Background: an optimization exercise with open tools, aiming at small area. Do not read the settings as production practice. Only simulation tests tie the RTL to the original design; equivalence was not proved. Power and IR drop assume default switching activity.

// lbus_rx_top
module lbus_rx_top #(
	parameter int rx_input_reg = 0,
	parameter int big_endian = 1
) (
	input logic rx_clk,
	input logic rst_n,
	input logic [lbus_rx_pkg::seg_count*lbus_rx_pkg::seg_bytes*8-1:0] rx_lbus_data,
	input logic [lbus_rx_pkg::seg_count-1:0] rx_lbus_ena,
	input logic [lbus_rx_pkg::seg_count-1:0] rx_lbus_eop,
	input logic [lbus_rx_pkg::seg_count*lbus_rx_pkg::mty_width-1:0] rx_lbus_mty,
	input logic [lbus_rx_pkg::seg_count-1:0] rx_lbus_err,
	output logic [lbus_rx_pkg::beat_bytes*8-1:0] m_axis_tdata,
	output logic [lbus_rx_pkg::beat_bytes-1:0] m_axis_tkeep,
	output logic m_axis_tlast,
	output logic m_axis_tvalid,
	output logic m_axis_tuser
);
	localparam int seg_count = lbus_rx_pkg::seg_count;
	logic [seg_count-1:0] ena_1, ena_2;
	logic [seg_count*4-1:0] cnt_1, cnt_2;
	logic last_1, last_2;
	logic user_1, user_2;
	logic pkt_err;
	logic any_valid;
	logic any_last;
	logic any_err;
	assign any_valid = |rx_lbus_ena;
	assign any_last = |(rx_lbus_ena & rx_lbus_eop);
	assign any_err = |(rx_lbus_ena & rx_lbus_err);
	lbus_seg_decode i_decode (
		.rx_clk(rx_clk),
		.rst_n(rst_n),
		.rx_lbus_data(rx_lbus_data),
		.beat_data(m_axis_tdata)
	);
	always_ff @(posedge rx_clk) begin
		for (int k = 0; k < seg_count; k++)
			cnt_1[4*k +: 4] <= rx_lbus_mty[4*k +: 4] & {4{rx_lbus_eop[k]}};
		last_1 <= any_last;
		user_1 <= any_last & (pkt_err | any_err);
		cnt_2 <= cnt_1;
		last_2 <= last_1;
		user_2 <= user_1;
	end
	always_ff @(posedge rx_clk or negedge rst_n) begin
		if (!rst_n) begin
			ena_1 <= '0;
			ena_2 <= '0;
			pkt_err <= 1'b0;
		end else begin
			ena_1 <= rx_lbus_ena;
			ena_2 <= ena_1;
			if (any_valid) begin
				pkt_err <= !any_last & (pkt_err | any_err);
			end
		end
	end
	for (genvar k = 0; k < seg_count; k++) begin : g_seg
		for (genvar j = 0; j < lbus_rx_pkg::seg_bytes; j++) begin : g_lane
  ...
==> flow/config.mk <==
export PLATFORM = sky130hd
export DESIGN_NAME = lbus_rx_top
export DESIGN_NICKNAME = lbus_rx_top
export VERILOG_FILES = /design/flow/design.v
export SDC_FILE = /design/flow/constraint.sdc
export NUM_CORES = 4
export LEC_CHECK = 0
export ABC_AREA = 1
export CAP_MARGIN = 20
export CORE_AREA = 5 5 385 385
export DIE_AREA = 0 0 390 390
export SLEW_MARGIN = 20
==> flow/constraint.sdc <==
create_clock -name core_clock -period 3.5 [get_ports {rx_clk}]
set_input_delay 0.7000 -clock core_clock [delete_from_list [all_inputs] [get_ports {rx_clk}]]
set_output_delay 0.7000 -clock core_clock [all_outputs]
set_load 0.01 [all_outputs]
standard.sh (not shown) runs the stock make flow with config.mk's settings and CLKGATE_MAP_FILE= SYNTH_SCRIPT=/design/flow/synth_recipe.tcl, a recipe that flattens the netlist after the stock synthesis.
==> flow/flow/run.sh <==
#!/bin/bash
# The standard layout, with the port buffers and the clock tree built from
# small cells. Runs in the standard flow's work folder; each tool's output goes to a log here.
set -euo pipefail
export BUFFER_PORTS_ARGS="-buffer_cell sky130_fd_sc_hd__buf_1"
export CTS_ARGS="-sink_clustering_enable -repair_clock_nets -dont_use_dummy_load -root_buf sky130_fd_sc_hd__clkbuf_16 -buf_list {sky130_fd_sc_hd__clkbuf_8 sky130_fd_sc_hd__clkbuf_16} -sink_clustering_size 24 -sink_clustering_max_diameter 80"
bash standard.sh finish > standard.log 2>&1
Change:
==> flow/flow/run.sh (replaced) <==
#!/bin/bash
# The standard layout, with the port buffers and the clock tree built from
# small cells. Runs in the standard flow's work folder; each tool's output goes to a log here.
set -euo pipefail
export BUFFER_PORTS_ARGS="-buffer_cell sky130_fd_sc_hd__buf_1"
export CTS_ARGS="-sink_clustering_enable -repair_clock_nets -dont_use_dummy_load -buf_list {sky130_fd_sc_hd__clkbuf_4 sky130_fd_sc_hd__clkbuf_8} -sink_clustering_size 20 -sink_clustering_max_diameter 60"
bash standard.sh finish > standard.log 2>&1
Settings changed: ABC_AREA 1 to unset, CORE_AREA 5 5 385 385 to 5 5 415 415, DIE_AREA 0 0 390 390 to 0 0 420 420.
What happened:
- fmax came out lower by 14%
- final cell count came out higher by 19%
- power came out lower by 2.9%
- worst setup slack gets worse by 0.40 ns
- cell area came out higher by 17%
- area after synthesis is about the same
- first-iteration DRC count came out higher by 67%
- combinational power came out higher by 64%
- sequential cell count is unchanged

========
lbus_rx_top, a different RTL version from the one above (not shown whole).
For scale: roughly 22000 sq um of cells after synthesis.
export LEC_CHECK = 0
export ABC_AREA = 1
export CAP_MARGIN = 20
export CORE_AREA = 5 5 555 125
export DIE_AREA = 0 0 560 130
export SLEW_MARGIN = 20
create_clock -name core_clock -period 3.5 [get_ports {rx_clk}]
==> flow/flow/run.sh <==
#!/bin/bash
# The standard layout, with an area-oriented ABC script in synthesis, the
# port buffers and the clock tree built from small cells. Runs in the standard flow's
# work folder; each tool's output goes to a log here.
set -euo pipefail
cat flow/synth_head.tcl synth_recipe.tcl > area_synth.tcl
export AREA_ABC_SCRIPT="$PWD/flow/area.script"
export BUFFER_PORTS_ARGS="-buffer_cell sky130_fd_sc_hd__buf_1"
export CTS_ARGS="-sink_clustering_enable -repair_clock_nets -dont_use_dummy_load -root_buf sky130_fd_sc_hd__clkbuf_8 -buf_list {sky130_fd_sc_hd__clkbuf_8} -sink_clustering_size 18 -sink_clustering_max_diameter 120"
bash standard.sh "SYNTH_SCRIPT=$PWD/area_synth.tcl" finish > standard.log 2>&1
==> flow/flow/area.script <==
strash
&get -n
&st
&synch2
&if -K 6 -a
&mfs
&st
&dch -f
&nf -a -R 1000
&put
topo
stime -c
==> flow/flow/synth_head.tcl <==
# Prepended to the standard flow's synthesis script: the same synthesis, except that the
# technology mapping uses area.script (an area-oriented ABC script) in place
# of ORFS's own.
proc abc {args} {
  set i [lsearch -exact $args -script]
  if {$i >= 0} { lset args [expr {$i+1}] $::env(AREA_ABC_SCRIPT) }
  yosys abc {*}$args
}
The starting point finished clean.
==> next run, changes <==
--- a/flow/flow/run.sh
+++ b/flow/flow/run.sh
@@ -7,4 +7,4 @@
 export AREA_ABC_SCRIPT="$PWD/flow/area.script"
 export BUFFER_PORTS_ARGS="-buffer_cell sky130_fd_sc_hd__buf_1"
-export CTS_ARGS="-sink_clustering_enable -repair_clock_nets -dont_use_dummy_load -root_buf sky130_fd_sc_hd__clkbuf_8 -buf_list {sky130_fd_sc_hd__clkbuf_8} -sink_clustering_size 18 -sink_clustering_max_diameter 120"
+export CTS_ARGS="-sink_clustering_enable -repair_clock_nets -dont_use_dummy_load -root_buf sky130_fd_sc_hd__clkbuf_8 -tree_buf sky130_fd_sc_hd__clkbuf_4 -buf_list {sky130_fd_sc_hd__clkbuf_8} -sink_clustering_size 18 -sink_clustering_max_diameter 120"
 bash standard.sh "SYNTH_SCRIPT=$PWD/area_synth.tcl" finish > standard.log 2>&1
Outcome: Design area is higher by about 10%; core utilization went up by 4.3 points; via count rose by about 10%; global-route usage is higher by 0.68 points; fmax fell by 2.0%; worst setup slack degrades by 57 ps; critical path depth is unchanged.

========
yarrow:
RTL: one of the versions met above, not the one the previous note started from.
For scale: about 1,100 flip-flops.
Settings: LEC_CHECK=0, CAP_MARGIN=20, CORE_AREA=5 5 265 265, DIE_AREA=0 0 270 270, SLEW_MARGIN=20; clock period 3.5 ns.
==> flow/flow/run.sh <==
#!/bin/bash
# The standard layout, with the port buffers and the clock tree built from
# small cells. Runs in the standard flow's work folder; each tool's output goes to a log here.
set -euo pipefail
export BUFFER_PORTS_ARGS="-buffer_cell sky130_fd_sc_hd__buf_1"
export CTS_ARGS="-sink_clustering_enable -repair_clock_nets -dont_use_dummy_load -buf_list {sky130_fd_sc_hd__clkbuf_4 sky130_fd_sc_hd__clkbuf_8} -sink_clustering_size 20 -sink_clustering_max_diameter 60"
bash standard.sh finish > standard.log 2>&1
The flow ended early for yarrow: it failed with a tool error in I/O pin placement.
diff inputs: yarrow => xenon
- changing DIE_AREA from 0 0 270 270 to 0 0 390 390
- changing CORE_AREA from 5 5 265 265 to 5 5 385 385
- setting ABC_AREA to 1 for the first time
==> flow/flow/run.sh <==
#!/bin/bash
# The standard layout, with the port buffers and the clock tree built from
# small cells. Runs in the standard flow's work folder; each tool's output goes to a log here.
set -euo pipefail
export BUFFER_PORTS_ARGS="-buffer_cell sky130_fd_sc_hd__buf_1"
export CTS_ARGS="-sink_clustering_enable -repair_clock_nets -dont_use_dummy_load -root_buf sky130_fd_sc_hd__clkbuf_16 -buf_list {sky130_fd_sc_hd__clkbuf_8} -sink_clustering_size 20 -sink_clustering_max_diameter 60"
bash standard.sh finish > standard.log 2>&1
==> notes.md <==
The dominant combinational cell family by area after synthesis comes out simple AND/OR/NAND/NOR gates in one run and compound AO/OA/AOI/OAI gates in the other, namely in xenon and yarrow respectively. xenon did not stop at any stage, and its layout met the timing, DRC and antenna checks. xenon vs. yarrow: site row count went up 46%, post-synthesis instance area did not really move, synthesized area per cell decreased 3.2%, vertical die dimension went up about 44%, number of distinct library cell variants in the gate-level netlist after synthesis shrank by 8. Going from yarrow to xenon, synthesized cell count grew by a few percent. [xenon] initial cell density of the core fell 18 points relative to yarrow.
### xenon -> onyx
- DIE_AREA: 0 0 390 390 -> 0 0 330 330
- CORE_AREA: 5 5 385 385 -> 5 5 325 325
==> flow/flow/run.sh <==
#!/bin/bash
# The standard layout, with the port buffers and the clock tree built from
# small cells. Runs in the standard flow's work folder; each tool's output goes to a log here.
set -euo pipefail
export BUFFER_PORTS_ARGS="-buffer_cell sky130_fd_sc_hd__buf_1"
export CTS_ARGS="-sink_clustering_enable -repair_clock_nets -dont_use_dummy_load -buf_list {sky130_fd_sc_hd__clkbuf_4 sky130_fd_sc_hd__clkbuf_8} -sink_clustering_size 20 -sink_clustering_max_diameter 60"
export PLACE_PINS_ARGS="-min_distance 1 -min_distance_in_tracks"
bash standard.sh finish > standard.log 2>&1
--- outcome ---
onyx got as far as global routing, where a tool error ended the run. On cell count after placement: onyx sits below xenon. [diff] worst setup timing slack at the placement stage, onyx relative to xenon: regression. Diff onyx..xenon | number of setup buffers added after CTS | unchanged.
> inputs changed (onyx -> delta)
- CORE_AREA now 5 5 415 415, was 5 5 325 325
- ABC_AREA no longer set, was 1
- DIE_AREA now 0 0 420 420, was 0 0 330 330
==> flow/run.sh (new file) <==
#!/bin/bash
# synth_recipe.tcl (not shown) runs the flow's synth.tcl, then flattens the netlist and writes it again
# the make line also repeats each setting of config.mk as NAME=value (left out here)
make -C /OpenROAD-flow-scripts/flow DESIGN_CONFIG=/design/flow/config.mk WORK_HOME=/design/flow/orfs CLKGATE_MAP_FILE= SYNTH_SCRIPT=/design/flow/synth_recipe.tcl finish
removed: flow/flow/run.sh
removed: flow/standard.sh
## What came out
In the tables for delta and onyx, instance count after placement with tap cells included reads lower with onyx. Delta (delta minus onyx): height of the die went up; die span in x went up. delta ended with every stage complete and zero timing, DRC or antenna violations. Number of input and output port buffers inserted came out exactly the same in delta and onyx. HPWL after detailed placement (delta / onyx): 1.6.

========
lbus_rx_top, a different RTL version from the one above (not shown whole).
Size in the first run: about 1100 I/O pins, about 0.022 sq mm of cells after synthesis.
export LEC_CHECK = 0
export ABC_AREA = 1
export CAP_MARGIN = 20
export CORE_AREA = 5 5 555 95
export DIE_AREA = 0 0 560 100
export SLEW_MARGIN = 20
create_clock -name core_clock -period 3.5 [get_ports {rx_clk}]
==> flow/flow/run.sh <==
#!/bin/bash
# The standard layout, with the port buffers and the clock tree built from
# small cells. Runs in the standard flow's work folder; each tool's output goes to a log here.
set -euo pipefail
export BUFFER_PORTS_ARGS="-buffer_cell sky130_fd_sc_hd__buf_1"
export CTS_ARGS="-sink_clustering_enable -repair_clock_nets -dont_use_dummy_load -root_buf sky130_fd_sc_hd__clkbuf_16 -buf_list {sky130_fd_sc_hd__clkbuf_8} -sink_clustering_size 18 -sink_clustering_max_diameter 120"
bash standard.sh finish > standard.log 2>&1
Then changed:
==> flow/flow/run.sh (replaced) <==
#!/bin/bash
# The standard layout, with an area-oriented ABC script in synthesis, the
# port buffers and the clock tree built from small cells. Runs in the standard flow's
# work folder; each tool's output goes to a log here.
set -euo pipefail
cat flow/synth_head.tcl synth_recipe.tcl > area_synth.tcl
export AREA_ABC_SCRIPT="$PWD/flow/area.script"
export BUFFER_PORTS_ARGS="-buffer_cell sky130_fd_sc_hd__buf_1"
export CTS_ARGS="-sink_clustering_enable -repair_clock_nets -dont_use_dummy_load -root_buf sky130_fd_sc_hd__clkbuf_16 -buf_list {sky130_fd_sc_hd__clkbuf_8} -sink_clustering_size 18 -sink_clustering_max_diameter 120"
bash standard.sh "SYNTH_SCRIPT=$PWD/area_synth.tcl" finish > standard.log 2>&1
==> flow/flow/area.script (new file) <==
strash
&get -n
&st
&synch2
&if -K 6 -a
&mfs
&st
&dch -f
&nf -a -R 1000
&put
topo
stime -c
==> flow/flow/synth_head.tcl (new file) <==
# Prepended to the standard flow's synthesis script: the same synthesis, except that the
# technology mapping uses area.script (an area-oriented ABC script) in place
# of ORFS's own.
proc abc {args} {
  set i [lsearch -exact $args -script]
  if {$i >= 0} { lset args [expr {$i+1}] $::env(AREA_ABC_SCRIPT) }
  yosys abc {*}$args
}
CORE_AREA = 5 5 555 125   (was 5 5 555 95)
DIE_AREA = 0 0 560 130   (was 0 0 560 100)
Design area climbs by 0.90%; routed wire length climbs by 60%; hold slack degrades by 92 ps; fmax drops by 9.4%; synthesized area drops by 0.44%; cell count climbs by 6.6%; total power climbs by 2.1%.
Then changed:
==> flow/flow/run.sh (replaced) <==
#!/bin/bash
# The standard layout, with the port buffers and the clock tree built from
# small cells. Runs in the standard flow's work folder; each tool's output goes to a log here.
set -euo pipefail
export BUFFER_PORTS_ARGS="-buffer_cell sky130_fd_sc_hd__buf_1"
export CTS_ARGS="-sink_clustering_enable -repair_clock_nets -dont_use_dummy_load -root_buf sky130_fd_sc_hd__clkbuf_16 -buf_list {sky130_fd_sc_hd__clkbuf_8} -sink_clustering_size 18 -sink_clustering_max_diameter 120"
bash standard.sh finish > standard.log 2>&1
CORE_AREA = 5 5 385 385   (was 5 5 555 125)
DIE_AREA = 0 0 390 390   (was 0 0 560 130)
removed: flow/flow/area.script
removed: flow/flow/synth_head.tcl
Outcome: Die area grows by 110%; global-route usage shrinks by 14 points; flip-flop and latch count does not change; total power grows by 1.0%.

========
Starting RTL as in the previous note.
clock: 3.5 ns
lec_check: 0
abc_area: 1
cap_margin: 20
core_area: 5 5 555 125
die_area: 0 0 560 130
slew_margin: 20
==> flow/flow/run.sh <==
#!/bin/bash
# The standard layout, with the port buffers and the clock tree built from
# small cells. Runs in the standard flow's work folder; each tool's output goes to a log here.
set -euo pipefail
export BUFFER_PORTS_ARGS="-buffer_cell sky130_fd_sc_hd__buf_1"
export CTS_ARGS="-sink_clustering_enable -repair_clock_nets -dont_use_dummy_load -root_buf sky130_fd_sc_hd__clkbuf_16 -buf_list {sky130_fd_sc_hd__clkbuf_8} -sink_clustering_size 18 -sink_clustering_max_diameter 160"
bash standard.sh finish > standard.log 2>&1
Edit:
==> flow/flow/run.sh (replaced) <==
#!/bin/bash
# The standard layout, with the port buffers and the clock tree built from
# small cells. Runs in the standard flow's work folder; each tool's output goes to a log here.
set -euo pipefail
export BUFFER_PORTS_ARGS="-buffer_cell sky130_fd_sc_hd__buf_1"
export CTS_ARGS="-sink_clustering_enable -repair_clock_nets -dont_use_dummy_load -root_buf sky130_fd_sc_hd__clkbuf_16 -buf_list {sky130_fd_sc_hd__clkbuf_8} -sink_clustering_size 20 -sink_clustering_max_diameter 60"
bash standard.sh finish > standard.log 2>&1
--- a/flow/config.mk
+++ b/flow/config.mk
@@ -8,5 +8,5 @@
 export ABC_AREA = 1
 export CAP_MARGIN = 20
-export CORE_AREA = 5 5 555 125
-export DIE_AREA = 0 0 560 130
+export CORE_AREA = 5 5 385 385
+export DIE_AREA = 0 0 390 390
 export SLEW_MARGIN = 20
What happened: Worst setup slack got worse by 460 ps. Via count came out higher by 2.4%. Non-clock buffer count came out higher by 1.
Edit:
==> flow/flow/run.sh (replaced) <==
#!/bin/bash
# The standard layout, with the port buffers and the clock tree built from
# small cells. Runs in the standard flow's work folder; each tool's output goes to a log here.
set -euo pipefail
export BUFFER_PORTS_ARGS="-buffer_cell sky130_fd_sc_hd__buf_1"
export CTS_ARGS="-sink_clustering_enable -repair_clock_nets -dont_use_dummy_load -root_buf sky130_fd_sc_hd__clkbuf_16 -buf_list {sky130_fd_sc_hd__clkbuf_8} -sink_clustering_size 18 -sink_clustering_max_diameter 120"
bash standard.sh finish > standard.log 2>&1
--- a/flow/config.mk
+++ b/flow/config.mk
@@ -8,5 +8,5 @@
 export ABC_AREA = 1
 export CAP_MARGIN = 20
-export CORE_AREA = 5 5 385 385
-export DIE_AREA = 0 0 390 390
+export CORE_AREA = 5 5 555 125
+export DIE_AREA = 0 0 560 130
 export SLEW_MARGIN = 20
Outcome: The changed run ran to the end with no violations. Via count came out lower by 2.4%. Final cell count went down by 24%. Critical path depth grows by 2. Wire length drops by 6.6%. Utilization came out higher by 23 points. Global-route usage came out higher by 12 points. Total power came out lower by 4.9%. Combinational power decreases by about 2%.
Edit:
==> flow/flow/run.sh (replaced) <==
#!/bin/bash
# The standard layout, with the port buffers and the clock tree built from
# small cells. Runs in the standard flow's work folder; each tool's output goes to a log here.
set -euo pipefail
export BUFFER_PORTS_ARGS="-buffer_cell sky130_fd_sc_hd__buf_1"
export CTS_ARGS="-sink_clustering_enable -repair_clock_nets -dont_use_dummy_load -root_buf sky130_fd_sc_hd__clkbuf_16 -buf_list {sky130_fd_sc_hd__clkbuf_8} -sink_clustering_size 20 -sink_clustering_max_diameter 90"
bash standard.sh finish > standard.log 2>&1
--- a/flow/config.mk
+++ b/flow/config.mk
@@ -8,5 +8,5 @@
 export ABC_AREA = 1
 export CAP_MARGIN = 20
-export CORE_AREA = 5 5 555 125
-export DIE_AREA = 0 0 560 130
+export CORE_AREA = 5 5 385 385
+export DIE_AREA = 0 0 390 390
 export SLEW_MARGIN = 20
Wire length came out higher by 7.0%.
Critical path depth went down by 2.
Die area grows by 110%.
Total power rose by 1.1%.
Worst setup slack degrades by 480 ps.
Sequential share of layout area falls by 3.5 points.
Worst hold slack got worse by 22 ps.
Sequential power is about the same.
Clock skew increases by 4.2 ps.

-- port drivers added, routing unchanged --
No port has a modelled driver above. Below, the same layouts with a new extraction and two added sets of constraints. Step 1, drivers: a clkbuf_16 drives rx_clk and a buf_2 each remaining input, both assumed. Step 2 adds t to the input delays and takes it off the output delays; t is the mean of the earliest and latest rising clock arrival at the registers after step 1. Input paths then give back, and output paths get back, about the clock's delay inside the block. a / b / c = no drivers / after step 1 / after step 2; a / b = the first two.
run	t, ns	slack for setup (ns)	worst setup path at the end	pins driven straight from the clock port
the first run of note 1	0.681	0.966 / 0.907 / 1.589	register to output	1
the second run of note 1	0.821	0.566 / 0.512 / 1.333	register to output	1
the first run of note 2	0.687	0.791 / 0.750 / 1.437	register to output	1
the second run of note 2	0.746	0.734 / 0.693 / 1.439	register to output	1
xenon	0.673	0.977 / 0.919 / 1.592	register to output	1
delta	0.768	0.170 / 0.112 / 0.880	register to output	1
the first run of note 4	0.621	1.060 / 0.998 / 1.619	register to output	1
the second run of note 4	0.645	0.808 / 0.761 / 1.406	register to output	1
the third run of note 4	0.661	0.500 / 0.439 / 1.100	register to output	1
the first run of note 5	0.637	0.992 / 0.941 / 1.578	register to output	1
the second run of note 5	0.673	0.534 / 0.477 / 1.150	register to output	1
the third run of note 5	0.637	0.992 / 0.941 / 1.578	register to output	1
the fourth run of note 5	0.652	0.508 / 0.449 / 1.101	register to output	1
After both steps every run listed still meets setup and hold.
